What follows belongs to an exercise in optimizing a design on an open flow for small area, a short achievable clock period and few clock cycles per item; a production flow would make more cautious choices. The RTL was checked by simulation tests, not by an equivalence proof against the original design. Power is estimated from default activity; no workload was simulated.

old:
==> module pcie_reg_file, before the edit <==
module pcie_reg_file (
  input  logic                                   clk_i,
  input  logic                                   rst_i,
  input  logic                                   reg_wr_i,
  input  logic                                   reg_rd_i,
  input  logic [pcie_app_pkg::REG_ADDR_W-1:0]    reg_addr_i,
  input  logic [31:0]                            reg_wdata_i,
  output logic [31:0]                            reg_rdata_o,
  output logic                                   reg_rd_ack_o,
  output logic [pcie_app_pkg::NUM_STRM-1:0]      strm_en_o,
  output logic [pcie_app_pkg::NUM_STRM-1:0]      strm_en_nxt_o,
  output logic [pcie_app_pkg::NUM_STRM*29-1:0]   src_o,
  output logic [pcie_app_pkg::NUM_STRM*29-1:0]   len_o,
  output logic [pcie_app_pkg::NUM_STRM-1:0]      len_zero_o,
  output logic [pcie_app_pkg::NUM_STRM-1:0]      len_short_o,
  input  logic [pcie_app_pkg::NUM_STRM-1:0]      strm_done_i
);
  localparam int NUM_STRM   = pcie_app_pkg::NUM_STRM;
  localparam int REG_ADDR_W = pcie_app_pkg::REG_ADDR_W;
  localparam logic [REG_ADDR_W-1:0] REG_CTRL     = pcie_app_pkg::REG_CTRL;
  localparam logic [REG_ADDR_W-1:0] REG_STATUS   = pcie_app_pkg::REG_STATUS;
  localparam logic [REG_ADDR_W-1:0] REG_SRC_BASE = pcie_app_pkg::REG_SRC_BASE;
  localparam logic [REG_ADDR_W-1:0] REG_LEN_BASE = pcie_app_pkg::REG_LEN_BASE;
  logic [NUM_STRM-1:0] ctrl_q;
  logic [NUM_STRM-1:0] ctrl_nxt;
  logic [NUM_STRM-1:0] status_q;
  logic [NUM_STRM-1:0] status_nxt;
  logic [28:0]         src_q [NUM_STRM];
  logic [28:0]         len_q [NUM_STRM];
  logic [NUM_STRM-1:0] len_zero_q;
  logic [NUM_STRM-1:0] len_short_q;
  logic [31:0]         rd_mux;
  logic [31:0]         rdata_q;
  logic                rd_ack_q;
  always_comb
  begin
    ctrl_nxt   = ctrl_q;
    status_nxt = status_q;
    if (reg_wr_i && reg_addr_i == REG_CTRL)
      ctrl_nxt = reg_wdata_i[NUM_STRM-1:0];
    if (reg_wr_i && reg_addr_i == REG_STATUS)
      status_nxt = status_q & ~reg_wdata_i[NUM_STRM-1:0];
    ctrl_nxt   = ctrl_nxt & ~strm_done_i;
    status_nxt = status_nxt | strm_done_i;
  end
  always_ff @(posedge clk_i)
  begin
    if (rst_i)
    begin
      ctrl_q   <= '0;
      status_q <= '0;
    end
    else
    begin
      ctrl_q   <= ctrl_nxt;
      status_q <= status_nxt;
    end
  end
  always_ff @(posedge clk_i)
  begin
    if (reg_wr_i)
    begin
      for (int n = 0; n < NUM_STRM; n++)
      begin
        if (reg_addr_i == REG_ADDR_W'(REG_SRC_BASE + 2 * n))
          src_q[n] <= reg_wdata_i[31:3];
        if (reg_addr_i == REG_ADDR_W'(REG_LEN_BASE + 2 * n))
        begin
          len_q[n]       <= reg_wdata_i[31:3];
          len_zero_q[n]  <= (reg_wdata_i[31:3] == '0);
          len_short_q[n] <= (reg_wdata_i[31:3] <= 29'd16);
        end
      end
    end
  end
  always_comb
  begin
    case (reg_addr_i)
      REG_CTRL:   rd_mux = 32'(ctrl_q);
      REG_STATUS: rd_mux = 32'(status_q);
      default:    rd_mux = '0;
    endcase
    for (int n = 0; n < NUM_STRM; n++)
    begin
      if (reg_addr_i == REG_ADDR_W'(REG_SRC_BASE + 2 * n))
        rd_mux = {src_q[n], 3'b000};
      if (reg_addr_i == REG_ADDR_W'(REG_LEN_BASE + 2 * n))
        rd_mux = {len_q[n], 3'b000};
    end
  end
  always_ff @(posedge clk_i)
  begin
    rdata_q <= rd_mux;
  end
  always_ff @(posedge clk_i)
  begin
    if (rst_i)
      rd_ack_q <= 1'b0;
    else
      rd_ack_q <= reg_rd_i;
  end
  assign reg_rdata_o  = rdata_q;
  assign reg_rd_ack_o = rd_ack_q;
  assign strm_en_o    = ctrl_q;
  assign strm_en_nxt_o = (reg_wr_i && reg_addr_i == REG_CTRL) ? reg_wdata_i[NUM_STRM-1:0] : ctrl_q;
  assign len_zero_o   = len_zero_q;
  assign len_short_o  = len_short_q;
  for (genvar n = 0; n < NUM_STRM; n++)
  begin : gen_cfg
    assign src_o[n*29 +: 29] = src_q[n];
    assign len_o[n*29 +: 29] = len_q[n];
  end
endmodule
export LEC_CHECK = 0
export ABC_CLOCK_PERIOD_IN_PS = 3000
export CAP_MARGIN = 20
export CORE_MARGIN = 2
export CORE_UTILIZATION = 80
export CTS_CLUSTER_DIAMETER = 70
export CTS_CLUSTER_SIZE = 25
export SETUP_SLACK_MARGIN = 4.3
export SLEW_MARGIN = 20
export BUFFER_PORTS_ARGS = -buffer_cell sky130_fd_sc_hd__buf_1
create_clock -name core_clock -period 7.0 [get_ports {clk_i}]
standard.sh (not shown) runs the stock make flow with config.mk's settings and CLKGATE_MAP_FILE= SYNTH_SCRIPT=/design/flow/synth_recipe.tcl, a recipe that flattens the netlist after the stock synthesis.
==> flow/flow/run.sh <==
#!/bin/bash
# Standard layout, with the port buffers made from buf_1 cells instead of
# the delay buffers the flow picks by default. Every port keeps its buffer.
set -euo pipefail
cat >> config.mk <<'MK'
export BUFFER_PORTS_ARGS = -buffer_cell sky130_fd_sc_hd__buf_1
MK
bash standard.sh > standard.log 2>&1
old completed every stage of the flow, and the final layout passed the timing, design-rule and antenna checks.
Testbench counts of old, summed over its fixed seeds: cycles 29,398, words 15,263.
Input changes introduced in new (baseline for comparison: old):
==> flow/design.v, changed modules only <==
module pcie_reg_file (
  input  logic                                   clk_i,
  input  logic                                   rst_i,
  input  logic                                   reg_wr_i,
  input  logic                                   reg_rd_i,
  input  logic [pcie_app_pkg::REG_ADDR_W-1:0]    reg_addr_i,
  input  logic [31:0]                            reg_wdata_i,
  output logic [31:0]                            reg_rdata_o,
  output logic                                   reg_rd_ack_o,
  output logic [pcie_app_pkg::NUM_STRM-1:0]      strm_en_o,
  output logic [pcie_app_pkg::NUM_STRM-1:0]      strm_en_nxt_o,
  output logic [pcie_app_pkg::NUM_STRM*29-1:0]   src_o,
  output logic [pcie_app_pkg::NUM_STRM*29-1:0]   len_o,
  output logic [pcie_app_pkg::NUM_STRM-1:0]      len_zero_o,
  output logic [pcie_app_pkg::NUM_STRM-1:0]      len_short_o,
  input  logic [pcie_app_pkg::NUM_STRM-1:0]      strm_done_i
);
  localparam int NUM_STRM   = pcie_app_pkg::NUM_STRM;
  localparam int REG_ADDR_W = pcie_app_pkg::REG_ADDR_W;
  localparam logic [REG_ADDR_W-1:0] REG_CTRL     = pcie_app_pkg::REG_CTRL;
  localparam logic [REG_ADDR_W-1:0] REG_STATUS   = pcie_app_pkg::REG_STATUS;
  localparam logic [REG_ADDR_W-1:0] REG_SRC_BASE = pcie_app_pkg::REG_SRC_BASE;
  localparam logic [REG_ADDR_W-1:0] REG_LEN_BASE = pcie_app_pkg::REG_LEN_BASE;
  logic [NUM_STRM-1:0] ctrl_q;
  logic [NUM_STRM-1:0] ctrl_nxt;
  logic [NUM_STRM-1:0] status_q;
  logic [NUM_STRM-1:0] status_nxt;
  logic [31:0]         src_q [NUM_STRM];
  logic [31:0]         len_q [NUM_STRM];
  logic [NUM_STRM-1:0] len_zero_q;
  logic [NUM_STRM-1:0] len_short_q;
  logic [31:0]         rd_mux;
  logic [31:0]         rdata_q;
  logic                rd_ack_q;
  always_comb
  begin
    ctrl_nxt   = ctrl_q;
    status_nxt = status_q;
    if (reg_wr_i && reg_addr_i == REG_CTRL)
      ctrl_nxt = reg_wdata_i[NUM_STRM-1:0];
    if (reg_wr_i && reg_addr_i == REG_STATUS)
      status_nxt = status_q & ~reg_wdata_i[NUM_STRM-1:0];
    ctrl_nxt   = ctrl_nxt & ~strm_done_i;
    status_nxt = status_nxt | strm_done_i;
  end
  always_ff @(posedge clk_i)
  begin
    if (rst_i)
    begin
      ctrl_q   <= '0;
      status_q <= '0;
    end
    else
    begin
      ctrl_q   <= ctrl_nxt;
      status_q <= status_nxt;
    end
  end
  always_ff @(posedge clk_i)
  begin
    if (reg_wr_i)
    begin
      for (int n = 0; n < NUM_STRM; n++)
      begin
        if (reg_addr_i == REG_ADDR_W'(REG_SRC_BASE + 2 * n))
          src_q[n] <= reg_wdata_i;
        if (reg_addr_i == REG_ADDR_W'(REG_LEN_BASE + 2 * n))
        begin
          len_q[n]       <= reg_wdata_i;
          len_zero_q[n]  <= (reg_wdata_i[31:3] == '0);
          len_short_q[n] <= (reg_wdata_i[31:3] <= 29'd16);
        end
      end
    end
  end
  always_comb
  begin
    case (reg_addr_i)
      REG_CTRL:   rd_mux = 32'(ctrl_q);
      REG_STATUS: rd_mux = 32'(status_q);
      default:    rd_mux = '0;
    endcase
    for (int n = 0; n < NUM_STRM; n++)
    begin
      if (reg_addr_i == REG_ADDR_W'(REG_SRC_BASE + 2 * n))
        rd_mux = src_q[n];
      if (reg_addr_i == REG_ADDR_W'(REG_LEN_BASE + 2 * n))
        rd_mux = len_q[n];
    end
  end
  always_ff @(posedge clk_i)
  begin
    rdata_q <= rd_mux;
  end
  always_ff @(posedge clk_i)
  begin
    if (rst_i)
      rd_ack_q <= 1'b0;
    else
      rd_ack_q <= reg_rd_i;
  end
  assign reg_rdata_o  = rdata_q;
  assign reg_rd_ack_o = rd_ack_q;
  assign strm_en_o    = ctrl_q;
  assign strm_en_nxt_o = (reg_wr_i && reg_addr_i == REG_CTRL) ? reg_wdata_i[NUM_STRM-1:0] : ctrl_q;
  assign len_zero_o   = len_zero_q;
  assign len_short_o  = len_short_q;
  for (genvar n = 0; n < NUM_STRM; n++)
  begin : gen_cfg
    assign src_o[n*29 +: 29] = src_q[n][31:3];
    assign len_o[n*29 +: 29] = len_q[n][31:3];
  end
endmodule
Results
new has sequential share of layout area below what old had.
In new the number of nets in the layout turned out 5.2% higher than in old.
new vs old: combinational cell power up in new
Sort new and old by number of placement rows asc -> top: old
When new is set beside old, its cell area after layout turns out to be about 3% larger.
Of new and old, new shows the higher non-clock buffer share of cell area, with old below it.
Looking only at global placement routability congestion, and setting everything else aside, the higher value of new and old goes to new.
Testbench counts of new, summed over its fixed seeds: cycles 29,398, words 15,263.

========
Starting RTL as in the previous note.
==> flow/config.mk <==
export PLATFORM = sky130hd
export DESIGN_NAME = pcie_app
export DESIGN_NICKNAME = pcie_app
export VERILOG_FILES = /design/flow/design.v
export SDC_FILE = /design/flow/constraint.sdc
export NUM_CORES = 4
export LEC_CHECK = 0
export ABC_CLOCK_PERIOD_IN_PS = 3000
export CAP_MARGIN = 20
export CORE_MARGIN = 2
export CORE_UTILIZATION = 80
export CTS_CLUSTER_DIAMETER = 80
export CTS_CLUSTER_SIZE = 30
export SETUP_SLACK_MARGIN = 4.3
export SLEW_MARGIN = 20
export BUFFER_PORTS_ARGS = -buffer_cell sky130_fd_sc_hd__buf_1
==> flow/constraint.sdc <==
create_clock -name core_clock -period 7.0 [get_ports {clk_i}]
set_input_delay 1.4000 -clock core_clock [delete_from_list [all_inputs] [get_ports {clk_i}]]
set_output_delay 1.4000 -clock core_clock [all_outputs]
set_load 0.01 [all_outputs]
Scripts as last shown in full above: flow/flow/run.sh
Testbench counts at the start, summed over its fixed seeds: cycles 29,398, words 15,263.
Edit:
--- a/flow/design.v
+++ b/flow/design.v
@@ -37,8 +37,8 @@
   logic [NUM_STRM-1:0] ctrl_nxt;
   logic [NUM_STRM-1:0] status_q;
   logic [NUM_STRM-1:0] status_nxt;
-  logic [28:0]         src_q [NUM_STRM];
-  logic [28:0]         len_q [NUM_STRM];
+  logic [31:0]         src_q [NUM_STRM];
+  logic [31:0]         len_q [NUM_STRM];
   logic [NUM_STRM-1:0] len_zero_q;
   logic [NUM_STRM-1:0] len_short_q;
   logic [31:0]         rd_mux;
@@ -75,10 +75,10 @@
       for (int n = 0; n < NUM_STRM; n++)
       begin
         if (reg_addr_i == REG_ADDR_W'(REG_SRC_BASE + 2 * n))
-          src_q[n] <= reg_wdata_i[31:3];
+          src_q[n] <= reg_wdata_i;
         if (reg_addr_i == REG_ADDR_W'(REG_LEN_BASE + 2 * n))
         begin
-          len_q[n]       <= reg_wdata_i[31:3];
+          len_q[n]       <= reg_wdata_i;
           len_zero_q[n]  <= (reg_wdata_i[31:3] == '0);
           len_short_q[n] <= (reg_wdata_i[31:3] <= 29'd16);
         end
@@ -95,9 +95,9 @@
     for (int n = 0; n < NUM_STRM; n++)
     begin
       if (reg_addr_i == REG_ADDR_W'(REG_SRC_BASE + 2 * n))
-        rd_mux = {src_q[n], 3'b000};
+        rd_mux = src_q[n];
       if (reg_addr_i == REG_ADDR_W'(REG_LEN_BASE + 2 * n))
-        rd_mux = {len_q[n], 3'b000};
+        rd_mux = len_q[n];
     end
   end
   always_ff @(posedge clk_i)
@@ -119,8 +119,8 @@
   assign len_short_o  = len_short_q;
   for (genvar n = 0; n < NUM_STRM; n++)
   begin : gen_cfg
-    assign src_o[n*29 +: 29] = src_q[n];
-    assign len_o[n*29 +: 29] = len_q[n];
+    assign src_o[n*29 +: 29] = src_q[n][31:3];
+    assign len_o[n*29 +: 29] = len_q[n][31:3];
   end
 endmodule
 `timescale 1ns/100ps
What happened: The new run passed the timing, design-rule and antenna checks; clock-buffer cell count climbs by 11; cell count climbs by 4.4%; die area climbs by 1.6%; critical path depth does not change; final area climbs by 2.6%; synthesized area climbs by 1.7%; synthesized cell count climbs by 4.8%; clock skew climbs by 0.013 ns; wire length climbs by 6.4%; setup slack gets worse by 0.063 ns; power climbs by 2.6%; via count climbs by 4.3%; hold slack hardly moves.
Testbench counts after the change, summed over its fixed seeds: cycles 29,398, words 15,263.

## re-timing with driven ports
The flow's constraints put no driver on any port. The routed layouts listed below were extracted and timed again, unchanged, in two steps. Step 1 sets driving cells, clkbuf_16 on the clock port and buf_2 on the other inputs (assumed; they add their load-dependent delay and slew). Step 2 adds t to the input delays and takes it off the output delays; t is the mean of the earliest and latest rising clock arrival at the registers after step 1. Input paths then give back, and output paths get back, about the clock's delay inside the block. Slacks: ideal ports / drivers / drivers and shift; pairs: ideal ports / drivers.
| run | t (ns) | setup WS [ns] | hold WS [ns] | worst register clock-pin slew, ns | cell pins on the clock port's net |
|---|---|---|---|---|---|
| old | 0.718 | 4.214 / 4.143 / 3.501 | 0.483 / 0.483 / 0.483 | 0.10 / 0.10 | 1 |
| new | 0.718 | 4.125 / 4.147 / 3.452 | 0.481 / 0.481 / 0.481 | 0.11 / 0.11 | 1 |
| the first run of note 2 | 0.738 | 4.176 / 4.136 / 3.515 | 0.490 / 0.490 / 0.490 | 0.12 / 0.12 | 1 |
| the second run of note 2 | 0.738 | 4.113 / 4.083 / 3.419 | 0.493 / 0.493 / 0.493 | 0.12 / 0.12 | 1 |
After both steps every run listed still meets setup and hold. The setup slack of old, which loses most, moves by -0.071 ns with the drivers and by -0.713 ns with both steps.
